Source: an optimization exercise on an open RTL-to-GDS flow (aim: small area, a short achievable clock period and few clock cycles per item). Production flows keep margins and buffers that such runs may drop.
The RTL was checked by simulation tests, not by an equivalence proof against the original design.
No activity file was given, so power comes from the tool's default toggle rates.

==> run X: inputs <==
==> flow/design.v (excerpt) <==
module systolic_dct_1d_param #(
    parameter int N         = 8,
    parameter int DATA_W    = 16,
    parameter int COEF_W    = 16,
    parameter int FRAC_BITS = 14,
    parameter int ACC_W     = DATA_W + COEF_W + $clog2(N),
    parameter int OUT_W     = 32
) (
    input  logic                      clk,
    input  logic                      rst,
    input  logic signed [DATA_W-1:0]  in_data,
    input  logic                      in_valid,
    output logic                      in_ready,
    input  logic                      coef_we,
    input  logic [$clog2(N*N)-1:0]    coef_addr,
    input  logic signed [COEF_W-1:0]  coef_wdata,
    output logic [N*OUT_W-1:0]        out_data,
    output logic                      out_valid,
    input  logic                      out_ready,
    output logic                      done,
    output logic                      busy
);
    localparam int AW = 35;                  
    localparam int YW = AW - FRAC_BITS;      
    localparam logic [AW-1:0] INIT = 35'h555582000;
    logic [2:0]          cnt;
    logic                accept;
    logic                v1;
    logic [2:0]          n1;
    logic [7:0]          n1oh;
    logic [15:0]         x1;
    logic                v2, first2, last2;
    logic [7:0]          one2, two2, neg2;
    logic [15:0]         cr   [8];
    logic [AW-1:0]       acc_s [8];
    logic [AW-1:0]       acc_c [8];
    logic [AW-1:0]       as_in [8];
    logic [AW-1:0]       ac_in [8];
    logic [AW-1:0]       s_nx  [8];
    logic [AW-1:0]       c_nx  [8];
    logic [YW-1:0]       y     [8];
    logic [YW-1:0]       y_nx  [8];
  ...
==> module systolic_dct_1d_param, before the edit <==
module systolic_dct_1d_param #(
    parameter int N         = 8,
    parameter int DATA_W    = 16,
    parameter int COEF_W    = 16,
    parameter int FRAC_BITS = 14,
    parameter int ACC_W     = DATA_W + COEF_W + $clog2(N),
    parameter int OUT_W     = 32
) (
    input  logic                      clk,
    input  logic                      rst,
    input  logic signed [DATA_W-1:0]  in_data,
    input  logic                      in_valid,
    output logic                      in_ready,
    input  logic                      coef_we,
    input  logic [$clog2(N*N)-1:0]    coef_addr,
    input  logic signed [COEF_W-1:0]  coef_wdata,
    output logic [N*OUT_W-1:0]        out_data,
    output logic                      out_valid,
    input  logic                      out_ready,
    output logic                      done,
    output logic                      busy
);
    localparam int AW = 35;                  
    localparam int YW = AW - FRAC_BITS;      
    localparam logic [AW-1:0] INIT = 35'h555582000;
    logic [2:0]          cnt;
    logic                accept;
    logic                v1;
    logic [2:0]          n1;
    logic [7:0]          n1oh;
    logic [15:0]         x1;
    logic                v2, first2, last2;
    logic [7:0]          one2, two2, neg2;
    logic [15:0]         cr   [8];
    logic [AW-1:0]       acc_s [8];
    logic [AW-1:0]       acc_c [8];
    logic [AW-1:0]       as_in [8];
    logic [AW-1:0]       ac_in [8];
    logic [AW-1:0]       s_nx  [8];
    logic [AW-1:0]       c_nx  [8];
    logic [YW-1:0]       y     [8];
    logic [YW-1:0]       y_nx  [8];
    logic                full_acc, transfer;
    logic [15:0]         coef [64];
    logic [63:0]         wen;
    logic [15:0]         wdata_q;
    logic [7:0]          b_one, b_two, b_neg;
    logic [2:0] cnt_nx;
    logic       full_nx, ov_nx, last1_nx, infl_nx;
    assign accept   = in_valid && in_ready;
    assign transfer = full_acc && !out_valid;
    always_comb begin
        cnt_nx   = accept ? cnt + 3'd1 : cnt;
        last1_nx = accept && cnt == 3'd7;
        full_nx  = last2 || (full_acc && !transfer);
        ov_nx    = transfer || (out_valid && !out_ready);
        infl_nx  = last1_nx || (v1 && n1 == 3'd7) || full_nx;
    end
    always_ff @(posedge clk) begin
        if (rst) begin
            cnt      <= '0;
            v1       <= 1'b0;
            v2       <= 1'b0;
            first2   <= 1'b0;
            last2    <= 1'b0;
            full_acc <= 1'b0;
            out_valid <= 1'b0;
            done     <= 1'b0;
            busy     <= 1'b0;
            in_ready <= 1'b1;
        end else begin
            cnt      <= cnt_nx;
            v1       <= accept;
            v2       <= v1;
            first2   <= v1 && n1 == 3'd0;
            last2    <= v1 && n1 == 3'd7;
            full_acc <= full_nx;
            done     <= transfer;
            out_valid <= ov_nx;
            busy     <= (cnt_nx != 3'd0) || infl_nx;
            in_ready <= (cnt_nx != 3'd0) || !ov_nx || !infl_nx;
        end
    end
    always_comb begin
        for (int j = 0; j < 8; j++) begin
            logic b2, b1, b0;
            b2 = x1[2*j+1];
            b1 = x1[2*j];
            b0 = (j == 0) ? 1'b0 : x1[2*j-1];
            b_one[j] = b1 ^ b0;
            b_two[j] = (b2 & ~b1 & ~b0) | (~b2 & b1 & b0);
            b_neg[j] = b2 & ~(b1 & b0);
        end
    end
    always_ff @(posedge clk) begin
        x1   <= in_data;
        n1   <= cnt;
        for (int n = 0; n < 8; n++) n1oh[n] <= (cnt == 3'(n));
        one2 <= b_one & {8{v1}};
        two2 <= b_two & {8{v1}};
        neg2 <= b_neg & {8{v1}};
        for (int k = 0; k < 8; k++) begin
            cr[k] <= '0;
            for (int n = 0; n < 8; n++) if (n1oh[n]) cr[k] <= coef[k*8 + n];
        end
    end
    assign wdata_q = coef_wdata & {16{~rst}};
    always_comb begin
        for (int i = 0; i < 64; i++) wen[i] = rst || (coef_we && !busy && coef_addr == 6'(i));
    end
    always_ff @(posedge clk) begin
        for (int i = 0; i < 64; i++) if (wen[i]) coef[i] <= wdata_q;
    end
    for (genvar k = 0; k < 8; k++) begin : g_mac
        assign as_in[k] = first2 ? INIT : acc_s[k];
        assign ac_in[k] = first2 ? '0 : acc_c[k];
        dct_mac_tree u_tree (
            .c(cr[k]), .one(one2), .two(two2), .neg(neg2), .val(v2),
            .as_i(as_in[k]), .ac_i(ac_in[k]), .s_o(s_nx[k]), .c_o(c_nx[k])
        );
        always_ff @(posedge clk) begin
            acc_s[k] <= s_nx[k];
            acc_c[k] <= c_nx[k];
        end
        dct_cpa u_cpa (.a(acc_s[k]), .b(acc_c[k]), .y(y_nx[k]));
        always_ff @(posedge clk) begin
            if (transfer) y[k] <= y_nx[k];
        end
        assign out_data[k*OUT_W +: OUT_W] = {{(OUT_W-YW){y[k][YW-1]}}, y[k]};
    end
endmodule
clock: 10.0 ns
lec_check: 0
cap_margin: 20
core_margin: 2
core_utilization: 40
slew_margin: 20
synth_hierarchical: 1
standard.sh (not shown) runs the stock make flow with config.mk's settings and CLKGATE_MAP_FILE= SYNTH_SCRIPT=/design/flow/synth_recipe.tcl, a recipe that flattens the netlist after the stock synthesis.
==> flow/flow/run.sh <==
#!/bin/bash
# Layout flow: the standard flow (the standard.sh) with a larger setup repair margin.
set -o pipefail
export SETUP_SLACK_MARGIN=6.5
bash standard.sh synth > synth.log 2>&1 || exit 1
bash standard.sh finish > finish.log 2>&1 || exit 1
==> run K (differences from run X) <==
--- a/flow/design.v
+++ b/flow/design.v
@@ -36,53 +36,44 @@
     logic [AW-1:0]       acc_c [8];
     logic [AW-1:0]       as_in [8];
     logic [AW-1:0]       ac_in [8];
     logic [AW-1:0]       s_nx  [8];
     logic [AW-1:0]       c_nx  [8];
     logic [YW-1:0]       y     [8];
     logic [YW-1:0]       y_nx  [8];
-    logic                full_acc, transfer;
+    logic                full_acc, inflight, transfer;
     logic [15:0]         coef [64];
     logic [63:0]         wen;
     logic [15:0]         wdata_q;
     logic [7:0]          b_one, b_two, b_neg;
-    logic [2:0] cnt_nx;
-    logic       full_nx, ov_nx, last1_nx, infl_nx;
+    assign inflight = (v1 && n1 == 3'd7) || last2 || full_acc;
+    assign busy     = (cnt != 3'd0) || inflight;
+    assign in_ready = (cnt != 3'd0) || !out_valid || !inflight;
     assign accept   = in_valid && in_ready;
     assign transfer = full_acc && !out_valid;
-    always_comb begin
-        cnt_nx   = accept ? cnt + 3'd1 : cnt;
-        last1_nx = accept && cnt == 3'd7;
-        full_nx  = last2 || (full_acc && !transfer);
-        ov_nx    = transfer || (out_valid && !out_ready);
-        infl_nx  = last1_nx || (v1 && n1 == 3'd7) || full_nx;
-    end
     always_ff @(posedge clk) begin
         if (rst) begin
             cnt      <= '0;
             v1       <= 1'b0;
             v2       <= 1'b0;
             first2   <= 1'b0;
             last2    <= 1'b0;
             full_acc <= 1'b0;
             out_valid <= 1'b0;
             done     <= 1'b0;
-            busy     <= 1'b0;
-            in_ready <= 1'b1;
         end else begin
-            cnt      <= cnt_nx;
+            if (accept) cnt <= cnt + 3'd1;
             v1       <= accept;
             v2       <= v1;
             first2   <= v1 && n1 == 3'd0;
             last2    <= v1 && n1 == 3'd7;
-            full_acc <= full_nx;
+            full_acc <= last2 || (full_acc && !transfer);
             done     <= transfer;
-            out_valid <= ov_nx;
-            busy     <= (cnt_nx != 3'd0) || infl_nx;
-            in_ready <= (cnt_nx != 3'd0) || !ov_nx || !infl_nx;
+            if (transfer)       out_valid <= 1'b1;
+            else if (out_ready) out_valid <= 1'b0;
         end
     end
     always_comb begin
         for (int j = 0; j < 8; j++) begin
             logic b2, b1, b0;
             b2 = x1[2*j+1];
             b1 = x1[2*j];
==> flow/run.sh (new file) <==
#!/bin/bash
# synth_recipe.tcl (not shown) runs the flow's synth.tcl, then flattens the netlist and writes it again
# the make line also repeats each setting of config.mk as NAME=value (left out here)
make -C /OpenROAD-flow-scripts/flow DESIGN_CONFIG=/design/flow/config.mk WORK_HOME=/design/flow/orfs CLKGATE_MAP_FILE= SYNTH_SCRIPT=/design/flow/synth_recipe.tcl finish
--- a/flow/config.mk
+++ b/flow/config.mk
@@ -4,9 +4,10 @@
 export VERILOG_FILES = /design/flow/design.v
 export SDC_FILE = /design/flow/constraint.sdc
 export NUM_CORES = 4
 export LEC_CHECK = 0
 export CAP_MARGIN = 20
 export CORE_MARGIN = 2
 export CORE_UTILIZATION = 40
+export SETUP_SLACK_MARGIN = 5
 export SLEW_MARGIN = 20
 export SYNTH_HIERARCHICAL = 1
removed: flow/flow/run.sh
removed: flow/standard.sh
==> run G (differences from run X) <==
--- a/flow/design.v
+++ b/flow/design.v
@@ -25,112 +25,131 @@
     localparam logic [AW-1:0] INIT = 35'h555582000;
     logic [2:0]          cnt;
     logic                accept;
     logic                v1;
     logic [2:0]          n1;
     logic [7:0]          n1oh;
     logic [15:0]         x1;
+    logic                vb;
+    logic [2:0]          nb;
+    logic [7:0]          nboh;
+    logic [15:0]         xb;
+    logic                rst_r, wq_v;
+    logic [5:0]          wq_a;
+    logic [15:0]         wq_d;
+    logic [2:0]          ys    [8];
+    logic [2:0]          ys_nx [8];
     logic                v2, first2, last2;
-    logic [7:0]          one2, two2, neg2;
+    logic [3:0][7:0]     one2;
+    logic [3:0][7:0]     two2;
+    logic [3:0][7:0]     neg2;
     logic [15:0]         cr   [8];
     logic [AW-1:0]       acc_s [8];
     logic [AW-1:0]       acc_c [8];
     logic [AW-1:0]       as_in [8];
     logic [AW-1:0]       ac_in [8];
     logic [AW-1:0]       s_nx  [8];
     logic [AW-1:0]       c_nx  [8];
     logic [YW-1:0]       y     [8];
     logic [YW-1:0]       y_nx  [8];
     logic                full_acc, transfer;
     logic [15:0]         coef [64];
     logic [63:0]         wen;
     logic [15:0]         wdata_q;
-    logic [7:0]          b_one, b_two, b_neg;
+    logic [3:0][7:0]     b_one;
+    logic [3:0][7:0]     b_two;
+    logic [3:0][7:0]     b_neg;
     logic [2:0] cnt_nx;
     logic       full_nx, ov_nx, last1_nx, infl_nx;
     assign accept   = in_valid && in_ready;
     assign transfer = full_acc && !out_valid;
     always_comb begin
         cnt_nx   = accept ? cnt + 3'd1 : cnt;
         last1_nx = accept && cnt == 3'd7;
         full_nx  = last2 || (full_acc && !transfer);
         ov_nx    = transfer || (out_valid && !out_ready);
-        infl_nx  = last1_nx || (v1 && n1 == 3'd7) || full_nx;
+        infl_nx  = last1_nx || (v1 && n1 == 3'd7) || (vb && nb == 3'd7) || full_nx;
     end
     always_ff @(posedge clk) begin
         if (rst) begin
             cnt      <= '0;
             v1       <= 1'b0;
+            vb       <= 1'b0;
             v2       <= 1'b0;
             first2   <= 1'b0;
             last2    <= 1'b0;
             full_acc <= 1'b0;
             out_valid <= 1'b0;
             done     <= 1'b0;
             busy     <= 1'b0;
             in_ready <= 1'b1;
         end else begin
             cnt      <= cnt_nx;
             v1       <= accept;
-            v2       <= v1;
-            first2   <= v1 && n1 == 3'd0;
-            last2    <= v1 && n1 == 3'd7;
+            vb       <= v1;
+            v2       <= vb;
+            first2   <= vb && nb == 3'd0;
+            last2    <= vb && nb == 3'd7;
             full_acc <= full_nx;
             done     <= transfer;
             out_valid <= ov_nx;
             busy     <= (cnt_nx != 3'd0) || infl_nx;
             in_ready <= (cnt_nx != 3'd0) || !ov_nx || !infl_nx;
         end
     end
-    always_comb begin
-        for (int j = 0; j < 8; j++) begin
-            logic b2, b1, b0;
-            b2 = x1[2*j+1];
-            b1 = x1[2*j];
-            b0 = (j == 0) ? 1'b0 : x1[2*j-1];
-            b_one[j] = b1 ^ b0;
-            b_two[j] = (b2 & ~b1 & ~b0) | (~b2 & b1 & b0);
-            b_neg[j] = b2 & ~(b1 & b0);
-        end
+    for (genvar g = 0; g < 4; g++) begin : g_enc
+        dct_booth_enc u_enc (.x(xb), .v(vb), .one(b_one[g]), .two(b_two[g]), .neg(b_neg[g]));
     end
     always_ff @(posedge clk) begin
         x1   <= in_data;
         n1   <= cnt;
         for (int n = 0; n < 8; n++) n1oh[n] <= (cnt == 3'(n));
-        one2 <= b_one & {8{v1}};
-        two2 <= b_two & {8{v1}};
-        neg2 <= b_neg & {8{v1}};
+        xb   <= x1;
+        nb   <= n1;
+        nboh <= n1oh;
+        one2 <= b_one;
+        two2 <= b_two;
+        neg2 <= b_neg;
         for (int k = 0; k < 8; k++) begin
             cr[k] <= '0;
-            for (int n = 0; n < 8; n++) if (n1oh[n]) cr[k] <= coef[k*8 + n];
+            for (int n = 0; n < 8; n++) if (nboh[n]) cr[k] <= coef[k*8 + n];
         end
     end
-    assign wdata_q = coef_wdata & {16{~rst}};
+    always_ff @(posedge clk) begin
+        rst_r <= rst;
+        wq_v  <= !rst && coef_we && !busy;
+        wq_a  <= coef_addr;
+        wq_d  <= coef_wdata;
+    end
+    assign wdata_q = wq_d & {16{~rst_r}};
     always_comb begin
-        for (int i = 0; i < 64; i++) wen[i] = rst || (coef_we && !busy && coef_addr == 6'(i));
+        for (int i = 0; i < 64; i++) wen[i] = rst_r || (wq_v && wq_a == 6'(i));
     end
     always_ff @(posedge clk) begin
         for (int i = 0; i < 64; i++) if (wen[i]) coef[i] <= wdata_q;
     end
     for (genvar k = 0; k < 8; k++) begin : g_mac
         assign as_in[k] = first2 ? INIT : acc_s[k];
         assign ac_in[k] = first2 ? '0 : acc_c[k];
         dct_mac_tree u_tree (
-            .c(cr[k]), .one(one2), .two(two2), .neg(neg2), .val(v2),
+            .c(cr[k]), .one(one2[k/2]), .two(two2[k/2]), .neg(neg2[k/2]), .val(v2),
             .as_i(as_in[k]), .ac_i(ac_in[k]), .s_o(s_nx[k]), .c_o(c_nx[k])
         );
         always_ff @(posedge clk) begin
             acc_s[k] <= s_nx[k];
             acc_c[k] <= c_nx[k];
         end
-        dct_cpa u_cpa (.a(acc_s[k]), .b(acc_c[k]), .y(y_nx[k]));
+        dct_cpa u_cpa (.a(acc_s[k]), .b(acc_c[k]), .y(y_nx[k]), .ys(ys_nx[k]));
         always_ff @(posedge clk) begin
-            if (transfer) y[k] <= y_nx[k];
+            if (transfer) begin
+                y[k]  <= y_nx[k];
+                ys[k] <= ys_nx[k];
+            end
         end
-        assign out_data[k*OUT_W +: OUT_W] = {{(OUT_W-YW){y[k][YW-1]}}, y[k]};
+        assign out_data[k*OUT_W +: OUT_W] = {{3{ys[k][2]}}, {4{ys[k][1]}}, {4{ys[k][0]}}, y[k]};
     end
 endmodule
 module dct_mac_tree (
     input  logic [15:0]   c,
     input  logic [7:0]    one,
     input  logic [7:0]    two,
     input  logic [7:0]    neg,
@@ -418,15 +437,16 @@
 module dct_ha (input logic a, input logic b, output logic s, output logic co);
     assign s  = a ^ b;
     assign co = a & b;
 endmodule
 module dct_cpa (
     input  logic [34:0] a,
     input  logic [34:0] b,
-    output logic [20:0] y
+    output logic [20:0] y,
+    output logic [2:0] ys
 );
     wire [34:0] g = a & b;
     wire [34:0] p = a ^ b;
     wire gg0 = g[1] | (p[1] & g[0]);
     wire pp0 = p[1] & p[0];
     wire gg1 = g[3] | (p[3] & g[2]);
     wire pp1 = p[3] & p[2];
@@ -565,8 +585,24 @@
     assign y[14] = p[28] ^ gg35;
     assign y[15] = p[29] ^ gg57;
     assign y[16] = p[30] ^ gg42;
     assign y[17] = p[31] ^ gg58;
     assign y[18] = p[32] ^ gg31;
     assign y[19] = p[33] ^ gg59;
     assign y[20] = p[34] ^ gg43;
+    assign ys = {3{p[34] ^ gg43}};
+endmodule
+module dct_booth_enc (
+    input  logic [15:0] x,
+    input  logic        v,
+    output logic [7:0]  one,
+    output logic [7:0]  two,
+    output logic [7:0]  neg
+);
+    logic [16:0] xe;
+    assign xe = {x, 1'b0};
+    for (genvar j = 0; j < 8; j++) begin : g_d
+        assign one[j] = v & (xe[2*j+1] ^ xe[2*j]);
+        assign two[j] = v & ((xe[2*j+2] & ~xe[2*j+1] & ~xe[2*j]) | (~xe[2*j+2] & xe[2*j+1] & xe[2*j]));
+        assign neg[j] = v & xe[2*j+2] & ~(xe[2*j+1] & xe[2*j]);
+    end
 endmodule
==> flow/flow/run.sh (replaced) <==
#!/bin/bash
# Layout flow: the standard flow (the standard.sh) with a larger setup repair margin and
# a clock tree built from larger sink clusters without dummy loads.
set -o pipefail
export SETUP_SLACK_MARGIN=6.5
export CTS_ARGS="-sink_clustering_enable -repair_clock_nets -sink_clustering_size 25 -sink_clustering_max_diameter 80 -dont_use_dummy_load"
bash standard.sh synth > synth.log 2>&1 || exit 1
bash standard.sh finish > finish.log 2>&1 || exit 1
==> results.txt <==
- Flip-flop and latch count, lowest first: run K, run X, run G.
- Clock-buffer cell count: run G < run X < run K.
- Of run X and run G, run X has the higher combinational power (gap 39%, measured against run G).
- The highest core utilization belongs to run X, the lowest to run G.
==> figures <==
| item | run G | run X | run K |
|---|---|---|---|
| Result of the run | no timing/DRC/antenna violations | no timing/DRC/antenna violations | no timing/DRC/antenna violations |
| Hold path start | n1oh[5] | cnt[1] | cnt[0] |
| DP HPWL | 216700 microns | 205800 microns | 208500 microns |
| Number of cells on the critical path | 2 | 2 | 5 |
| Highest metal used | met4 | met5 | met5 |
| DRT iter0 DRCs | 7481 | 7668 | 6529 |
| Non-clk buf share | 0.03785 | 0.06736 | 0.03447 |
| Final hold slack | 331.0 ps | 444.6 ps | 385.3 ps |
| Number of synthesized register bits | 2091 | 1943 | 1941 |
| Clock transition at the register clock pins on the worst setup and hold paths after CTS | 90 ps | 60 ps | 70 ps |
Testbench counts of run X, summed over its fixed seeds: cycles 3,104, blocks 384.
Testbench counts of run K, summed over its fixed seeds: cycles 3,104, blocks 384.
Testbench counts of run G, summed over its fixed seeds: cycles 3,112, blocks 384.

re-timing with driven ports:
The flow's constraints put no driver on any port. The routed layouts listed below were extracted and timed again, unchanged, in two steps. Step 1 sets driving cells, clkbuf_16 on the clock port and buf_2 on the other inputs (assumed; they add their load-dependent delay and slew). Step 2, shift: input delay + t, output delay - t, t = (earliest + latest rising clock arrival at the registers) / 2. This alone moves slack from input paths to output paths. Slacks: ideal ports / drivers / drivers and shift; pairs: ideal ports / drivers.
| run | t (ns) | slack for setup (ns) | worst slew at a driven data input, ns |
|---|---|---|---|
| run X | 0.964 | 6.335 / 6.230 / 5.454 | 0.22 |
| run K | 0.961 | 5.123 / 5.026 / 5.260 | 0.17 |
| run G | 0.937 | 6.452 / 6.353 / 6.138 | 0.10 |
After both steps every run listed still meets setup and hold. The setup slack of run X, which loses most, moves by -0.105 ns with the drivers and by -0.881 ns with both steps.
